Source: an optimization exercise on an open RTL-to-GDS flow (aim: small area, a short achievable clock period and few clock cycles per item). Production flows keep margins and buffers that such runs may drop. In this exercise RTL edits were held to simulation tests only and were not proved equivalent to the original. Power figures rest on the tool's default switching activity, not on a simulated workload.

== south ==
==> flow/design.v <==
module pe8_feeder #(
  parameter int N      = 32,
  parameter int Q      = 19,
  parameter int E8     = 10,
  parameter int PE_LAT = 3
) (
  input  logic            clk,
  input  logic            rst_n,
  input  logic            i_start,
  input  logic [E8-1:0]   i_cfg_en,
  output logic            o_busy,
  input  logic            i_s_valid,
  output logic            o_s_ready,
  input  logic [N-1:0]    i_s_data,
  input  logic [N-1:0]    i_s_weight,
  output logic [14*N-1:0] o_pe_in,
  output logic [14*N-1:0] o_pe_w,
  output logic [E8-1:0]   o_pe_en,
  input  logic [7*N-1:0]  i_pe_res,
  output logic            o_m_valid,
  input  logic            i_m_ready,
  output logic [N-1:0]    o_m_data,
  output logic            o_m_last,
  output logic            o_done
);
  if (Q >= N || PE_LAT < 1) begin : g_param_check
    $error("pe8_feeder: parameters need Q < N and PE_LAT >= 1");
  end
  logic          r_p_v;             
  logic [E8-1:0] r_p_cfg;
  logic          r_l_v;             
  logic [E8-1:0] r_l_cfg;
  logic [3:0]    r_idx;             
  logic          r_s_ready;
  logic          r_b_v;             
  logic [E8-1:0] r_b_cfg;
  logic          r_pe_on;           
  logic [1:0]    r_bc;              
  logic [E8-1:0] r_pe_en;
  logic          r_done;
  logic [N-1:0]  r_sd [14];
  logic [N-1:0]  r_sw [14];
  logic [N-1:0]  r_bd [3];
  logic [N-1:0]  r_bw [3];
  logic [N-1:0]  r_res [7];
  logic [6:0]    r_rv;              
  logic [6:0]    r_rl;              
  logic w_l_full, w_s_hs, w_last_hs, w_start, w_l_take;
  logic w_b_end, w_b_now, w_b_start, w_b_v_nxt, w_pe_on_nxt, w_l_v_nxt;
  logic [3:0] w_idx_nxt;
  logic w_m_hs, w_cap, w_cap_full;
  logic [6:0] w_t, w_rv_sh;
  assign w_l_full  = r_l_cfg[E8-1];
  assign w_s_hs    = i_s_valid & r_s_ready;
  assign w_last_hs = w_s_hs & (r_idx == (w_l_full ? 4'd7 : 4'd13));
  assign w_start   = i_start & ~r_p_v;
  assign w_l_take  = (~r_l_v | w_last_hs) & (r_p_v | w_start);
  assign w_l_v_nxt = w_l_take | (r_l_v & ~w_last_hs);
  assign w_idx_nxt = w_l_take ? 4'd0 : (w_s_hs ? r_idx + 4'd1 : r_idx);
  assign w_b_end   = r_pe_on & (r_bc == 2'd3);
  assign w_b_now   = w_last_hs & ~r_pe_on &
                     (w_l_full ? (r_rv[6:4] == 3'd0) : (r_rv == 7'd0));
  assign w_b_start = r_b_v & ~r_pe_on &
                     (r_b_cfg[E8-1] ? (r_rv[6:4] == 3'd0) : (r_rv == 7'd0));
  assign w_pe_on_nxt = w_b_now | w_b_start | (r_pe_on & ~w_b_end);
  assign w_b_v_nxt   = w_last_hs | (r_b_v & ~w_b_end);
  assign w_s_ready_nxt = w_l_v_nxt & ((w_idx_nxt < 4'd3) | ~w_b_v_nxt |
                                      (w_pe_on_nxt & r_pe_on & (r_bc == 2'd2)));
  always_ff @(posedge clk or negedge rst_n) begin
    if (!rst_n) begin
      r_p_v     <= 1'b0;
      r_l_v     <= 1'b0;
      r_s_ready <= 1'b0;
      r_b_v     <= 1'b0;
      r_pe_on   <= 1'b0;
      r_pe_en   <= {E8{1'b0}};
      r_rv      <= 7'd0;
      r_done    <= 1'b0;
    end else begin
      r_p_v     <= r_p_v ? ~w_l_take : (w_start & ~w_l_take);
      r_l_v     <= w_l_v_nxt;
      r_s_ready <= w_s_ready_nxt;
      r_b_v     <= w_b_v_nxt;
      r_pe_on   <= w_pe_on_nxt;
      r_pe_en   <= w_b_now ? r_l_cfg : (w_pe_on_nxt ? r_b_cfg : {E8{1'b0}});
      r_rv      <= w_cap ? (w_cap_full ? (r_cap_lo ? 7'b0000001 : w_rv_sh | 7'b0010000)
                                       : 7'b1111111)
                         : w_rv_sh;
      r_done    <= w_m_hs & r_rl[0];
    end
  end
  always_ff @(posedge clk) begin
    r_idx <= w_idx_nxt;
    r_bc  <= r_pe_on ? r_bc + 2'd1 : 2'd0;
    if (w_start & ~r_p_v & ~w_l_take) r_p_cfg <= i_cfg_en;
    if (w_l_take) r_l_cfg <= r_p_v ? r_p_cfg : i_cfg_en;
    if (w_last_hs) r_b_cfg <= r_l_cfg;
  end
  logic          w_s_ready_nxt, w_l_full_nxt;
  logic [2:0]    r_we_b;            
  logic [13:0]   r_we_s;            
  logic          r_zero;            
  logic [N-1:0]  w_zd, w_zw;
  assign w_l_full_nxt = w_l_take ? (r_p_v ? r_p_cfg[E8-1] : i_cfg_en[E8-1]) : w_l_full;
  assign w_zd = r_zero ? {N{1'b0}} : i_s_data;
  assign w_zw = r_zero ? {N{1'b0}} : i_s_weight;
  always_ff @(posedge clk) begin
    for (int k = 0; k < 3; k++) r_we_b[k] <= w_l_v_nxt & (w_idx_nxt == 4'(k));
    for (int k = 0; k < 3; k++) r_we_s[k] <= w_s_ready_nxt & (w_idx_nxt == 4'd3);
    for (int k = 3; k < 8; k++) r_we_s[k] <= w_s_ready_nxt & (w_idx_nxt == 4'(k));
    for (int k = 8; k < 14; k++)
      r_we_s[k] <= w_s_ready_nxt & ((w_idx_nxt == 4'(k)) | ((w_idx_nxt == 4'd3) & w_l_full_nxt));
    r_zero <= (w_idx_nxt == 4'd3);
  end
  always_ff @(posedge clk) begin
    for (int k = 0; k < 3; k++) begin
      if (r_we_b[k]) begin
        r_bd[k] <= i_s_data;
        r_bw[k] <= i_s_weight;
      end
      if (r_we_s[k]) begin
        r_sd[k] <= r_bd[k];
        r_sw[k] <= r_bw[k];
      end
    end
    for (int k = 3; k < 8; k++) begin
      if (r_we_s[k]) begin
        r_sd[k] <= i_s_data;
        r_sw[k] <= i_s_weight;
      end
    end
    for (int k = 8; k < 14; k++) begin
      if (r_we_s[k]) begin
        r_sd[k] <= w_zd;
        r_sw[k] <= w_zw;
      end
    end
  end
  logic r_cap;                      
  logic r_cap_lo;                   
  logic [N-1:0] w_res4;
  assign w_m_hs = r_rv[0] & i_m_ready;
  always_comb begin
    w_t[0] = w_m_hs | ~r_rv[0];
    for (int k = 1; k < 7; k++) w_t[k] = w_t[k-1] | ~r_rv[k];
  end
  assign w_rv_sh    = ({1'b0, r_rv[6:1]} & w_t) | (r_rv & ~w_t);
  assign w_cap      = r_cap;
  assign w_cap_full = r_b_cfg[E8-1];
  assign w_res4     = w_cap_full ? i_pe_res[N-1:0] : i_pe_res[4*N +: N];
  always_ff @(posedge clk or negedge rst_n) begin
    if (!rst_n) begin
      r_cap    <= 1'b0;
      r_cap_lo <= 1'b0;
    end else begin
      r_cap    <= r_pe_on & (r_bc == 2'd2);
      r_cap_lo <= r_pe_on & (r_bc == 2'd2) & (~r_b_cfg[E8-1] | (w_rv_sh == 7'd0));
    end
  end
  always_ff @(posedge clk) begin
    for (int k = 0; k < 4; k++) begin
      if (r_cap_lo) begin
        r_res[k] <= i_pe_res[k*N +: N];
        r_rl[k]  <= (k == 0) & w_cap_full;
      end else if (w_t[k]) begin
        r_res[k] <= r_res[k+1];
        r_rl[k]  <= r_rl[k+1];
      end
    end
    for (int k = 4; k < 6; k++) begin
      if (r_cap) begin
        r_res[k] <= (k == 4) ? w_res4 : i_pe_res[k*N +: N];
        r_rl[k]  <= (k == 4) & w_cap_full;
      end else if (w_t[k]) begin
        r_res[k] <= r_res[k+1];
        r_rl[k]  <= r_rl[k+1];
      end
    end
    if (r_cap) begin
      r_res[6] <= i_pe_res[6*N +: N];
      r_rl[6]  <= 1'b1;
    end
  end
  for (genvar k = 0; k < 14; k++) begin : g_slot
    assign o_pe_in[k*N +: N] = r_sd[k];
    assign o_pe_w[k*N +: N]  = r_sw[k];
  end
  assign o_busy    = r_p_v;
  assign o_s_ready = r_s_ready;
  assign o_pe_en   = r_pe_en;
  assign o_m_valid = r_rv[0];
  assign o_m_data  = r_res[0];
  assign o_m_last  = r_rl[0];
  assign o_done    = r_done;
endmodule
==> flow/config.mk <==
export PLATFORM = sky130hd
export DESIGN_NAME = pe8_feeder
export DESIGN_NICKNAME = pe8_feeder
export VERILOG_FILES = /design/flow/design.v
export SDC_FILE = /design/flow/constraint.sdc
export NUM_CORES = 4
export LEC_CHECK = 0
export CAP_MARGIN = 20
export CORE_MARGIN = 2
export CORE_UTILIZATION = 30
export CTS_CLUSTER_DIAMETER = 100
export CTS_CLUSTER_SIZE = 25
export SETUP_SLACK_MARGIN = 1.95
export SLEW_MARGIN = 50
export TNS_END_PERCENT = 5
==> flow/constraint.sdc <==
create_clock -name core_clock -period 4.0 [get_ports {clk}]
set_input_delay 0.8000 -clock core_clock [delete_from_list [all_inputs] [get_ports {clk}]]
set_output_delay 0.8000 -clock core_clock [all_outputs]
set_load 0.01 [all_outputs]
standard.sh (not shown) runs the stock make flow with config.mk's settings and CLKGATE_MAP_FILE= SYNTH_SCRIPT=/design/flow/synth_recipe.tcl, a recipe that flattens the netlist after the stock synthesis.
==> flow/flow/run.sh <==
#!/bin/bash
# Standard ORFS layout with three changes: the pins of each data bit share a stretch of the die
# edge (flow/io.tcl, run just before pin placement), every port is buffered by buf_2 instead of
# the default delay-cell buffer, and repair may resize across cell footprints.
set -euo pipefail
bash standard.sh finish \
  "PRE_IO_PLACEMENT_TCL=$PWD/flow/io.tcl" \
  "BUFFER_PORTS_ARGS=-buffer_cell sky130_fd_sc_hd__buf_2" \
  MATCH_CELL_FOOTPRINT=0 > flow_make.log 2>&1
Other scripts of this flow, unchanged in this note and not shown: flow/flow/io.tcl
south went all the way through synthesis, placement and routing and the layout is clean on timing, DRC and antenna.
Testbench counts of south, summed over its fixed seeds: cycles 3,394, jobs 320.
Input changes introduced in west (baseline for comparison: south):
diff --git a/flow/design.v b/flow/design.v
--- a/flow/design.v
+++ b/flow/design.v
@@ -43,15 +43,17 @@
   logic [N-1:0]  r_bd [3];
   logic [N-1:0]  r_bw [3];
   logic [N-1:0]  r_res [7];
   logic [6:0]    r_rv;              
   logic [6:0]    r_rl;              
+  logic          r_lastv;           
   logic w_l_full, w_s_hs, w_last_hs, w_start, w_l_take;
   logic w_b_end, w_b_now, w_b_start, w_b_v_nxt, w_pe_on_nxt, w_l_v_nxt;
   logic [3:0] w_idx_nxt;
   logic w_m_hs, w_cap, w_cap_full;
-  logic [6:0] w_t, w_rv_sh;
+  logic [6:0] w_t, w_rv_sh, w_rv_nxt;
+  logic w_rl0_nxt;
   assign w_l_full  = r_l_cfg[E8-1];
   assign w_s_hs    = i_s_valid & r_s_ready;
   assign w_last_hs = w_s_hs & (r_idx == (w_l_full ? 4'd7 : 4'd13));
   assign w_start   = i_start & ~r_p_v;
   assign w_l_take  = (~r_l_v | w_last_hs) & (r_p_v | w_start);
@@ -71,24 +73,29 @@
       r_p_v     <= 1'b0;
       r_l_v     <= 1'b0;
       r_s_ready <= 1'b0;
       r_b_v     <= 1'b0;
       r_pe_on   <= 1'b0;
-      r_pe_en   <= {E8{1'b0}};
       r_rv      <= 7'd0;
-      r_done    <= 1'b0;
+      r_lastv   <= 1'b0;
     end else begin
       r_p_v     <= r_p_v ? ~w_l_take : (w_start & ~w_l_take);
       r_l_v     <= w_l_v_nxt;
       r_s_ready <= w_s_ready_nxt;
       r_b_v     <= w_b_v_nxt;
       r_pe_on   <= w_pe_on_nxt;
-      r_pe_en   <= w_b_now ? r_l_cfg : (w_pe_on_nxt ? r_b_cfg : {E8{1'b0}});
-      r_rv      <= w_cap ? (w_cap_full ? (r_cap_lo ? 7'b0000001 : w_rv_sh | 7'b0010000)
-                                       : 7'b1111111)
-                         : w_rv_sh;
-      r_done    <= w_m_hs & r_rl[0];
+      r_rv      <= w_rv_nxt;
+      r_lastv   <= w_rv_nxt[0] & w_rl0_nxt;
+    end
+  end
+  always_ff @(posedge clk) begin
+    if (!rst_n) begin
+      r_pe_en <= {E8{1'b0}};
+      r_done  <= 1'b0;
+    end else begin
+      r_pe_en <= w_b_now ? r_l_cfg : (w_pe_on_nxt ? r_b_cfg : {E8{1'b0}});
+      r_done  <= i_m_ready & r_lastv;
     end
   end
   always_ff @(posedge clk) begin
     r_idx <= w_idx_nxt;
     r_bc  <= r_pe_on ? r_bc + 2'd1 : 2'd0;
@@ -146,10 +153,14 @@
   end
   assign w_rv_sh    = ({1'b0, r_rv[6:1]} & w_t) | (r_rv & ~w_t);
   assign w_cap      = r_cap;
   assign w_cap_full = r_b_cfg[E8-1];
   assign w_res4     = w_cap_full ? i_pe_res[N-1:0] : i_pe_res[4*N +: N];
+  assign w_rv_nxt   = w_cap ? (w_cap_full ? (r_cap_lo ? 7'b0000001 : w_rv_sh | 7'b0010000)
+                                          : 7'b1111111)
+                            : w_rv_sh;
+  assign w_rl0_nxt  = r_cap_lo ? w_cap_full : (w_t[0] ? r_rl[1] : r_rl[0]);
   always_ff @(posedge clk or negedge rst_n) begin
     if (!rst_n) begin
       r_cap    <= 1'b0;
       r_cap_lo <= 1'b0;
     end else begin
--- outcome ---
Compared with south, in west sequential power climbed about 2%; global routing usage summed across all routing layers ~0 delta; synthesized area divided by synthesized cell count lost about 0.3%; final clock period utilization by the worst path lost 2.5 points.
Of the two values seen for launching element of the worst setup path, o_m_last was produced by south and r_p_v by west.
Re wire length on met2: south was lower than west.
Testbench counts of west, summed over its fixed seeds: cycles 3,394, jobs 320.

==> port drivers added, routing unchanged <==
No port has a modelled driver above. Below, the same layouts with a new extraction and two added sets of constraints. Step 1: set_driving_cell puts a clkbuf_16 on clk and a buf_2 on each other input, an assumption about the parent block. Step 2 times the ports against the registers' clock, not the clock port: input delays grow and output delays shrink by t, the midpoint of the rising clock arrivals with the driver on. a / b / c = no drivers / after step 1 / after step 2; a / b = the first two.
| run | shift t [ns] | setup WS [ns] | hold WS [ns] | worst register clock-pin slew, ns |
|---|---|---|---|---|
| south | 0.752 | 1.817 / 1.736 / 1.531 | 0.280 / 0.239 / 0.412 | 0.10 / 0.10 |
| west | 0.748 | 1.916 / 1.833 / 1.399 | 0.289 / 0.257 / 0.415 | 0.10 / 0.10 |
After both steps setup and hold are still met in every run listed. For west, which loses most, drivers alone change the setup slack by -0.083 ns; drivers and shift together by -0.517 ns.
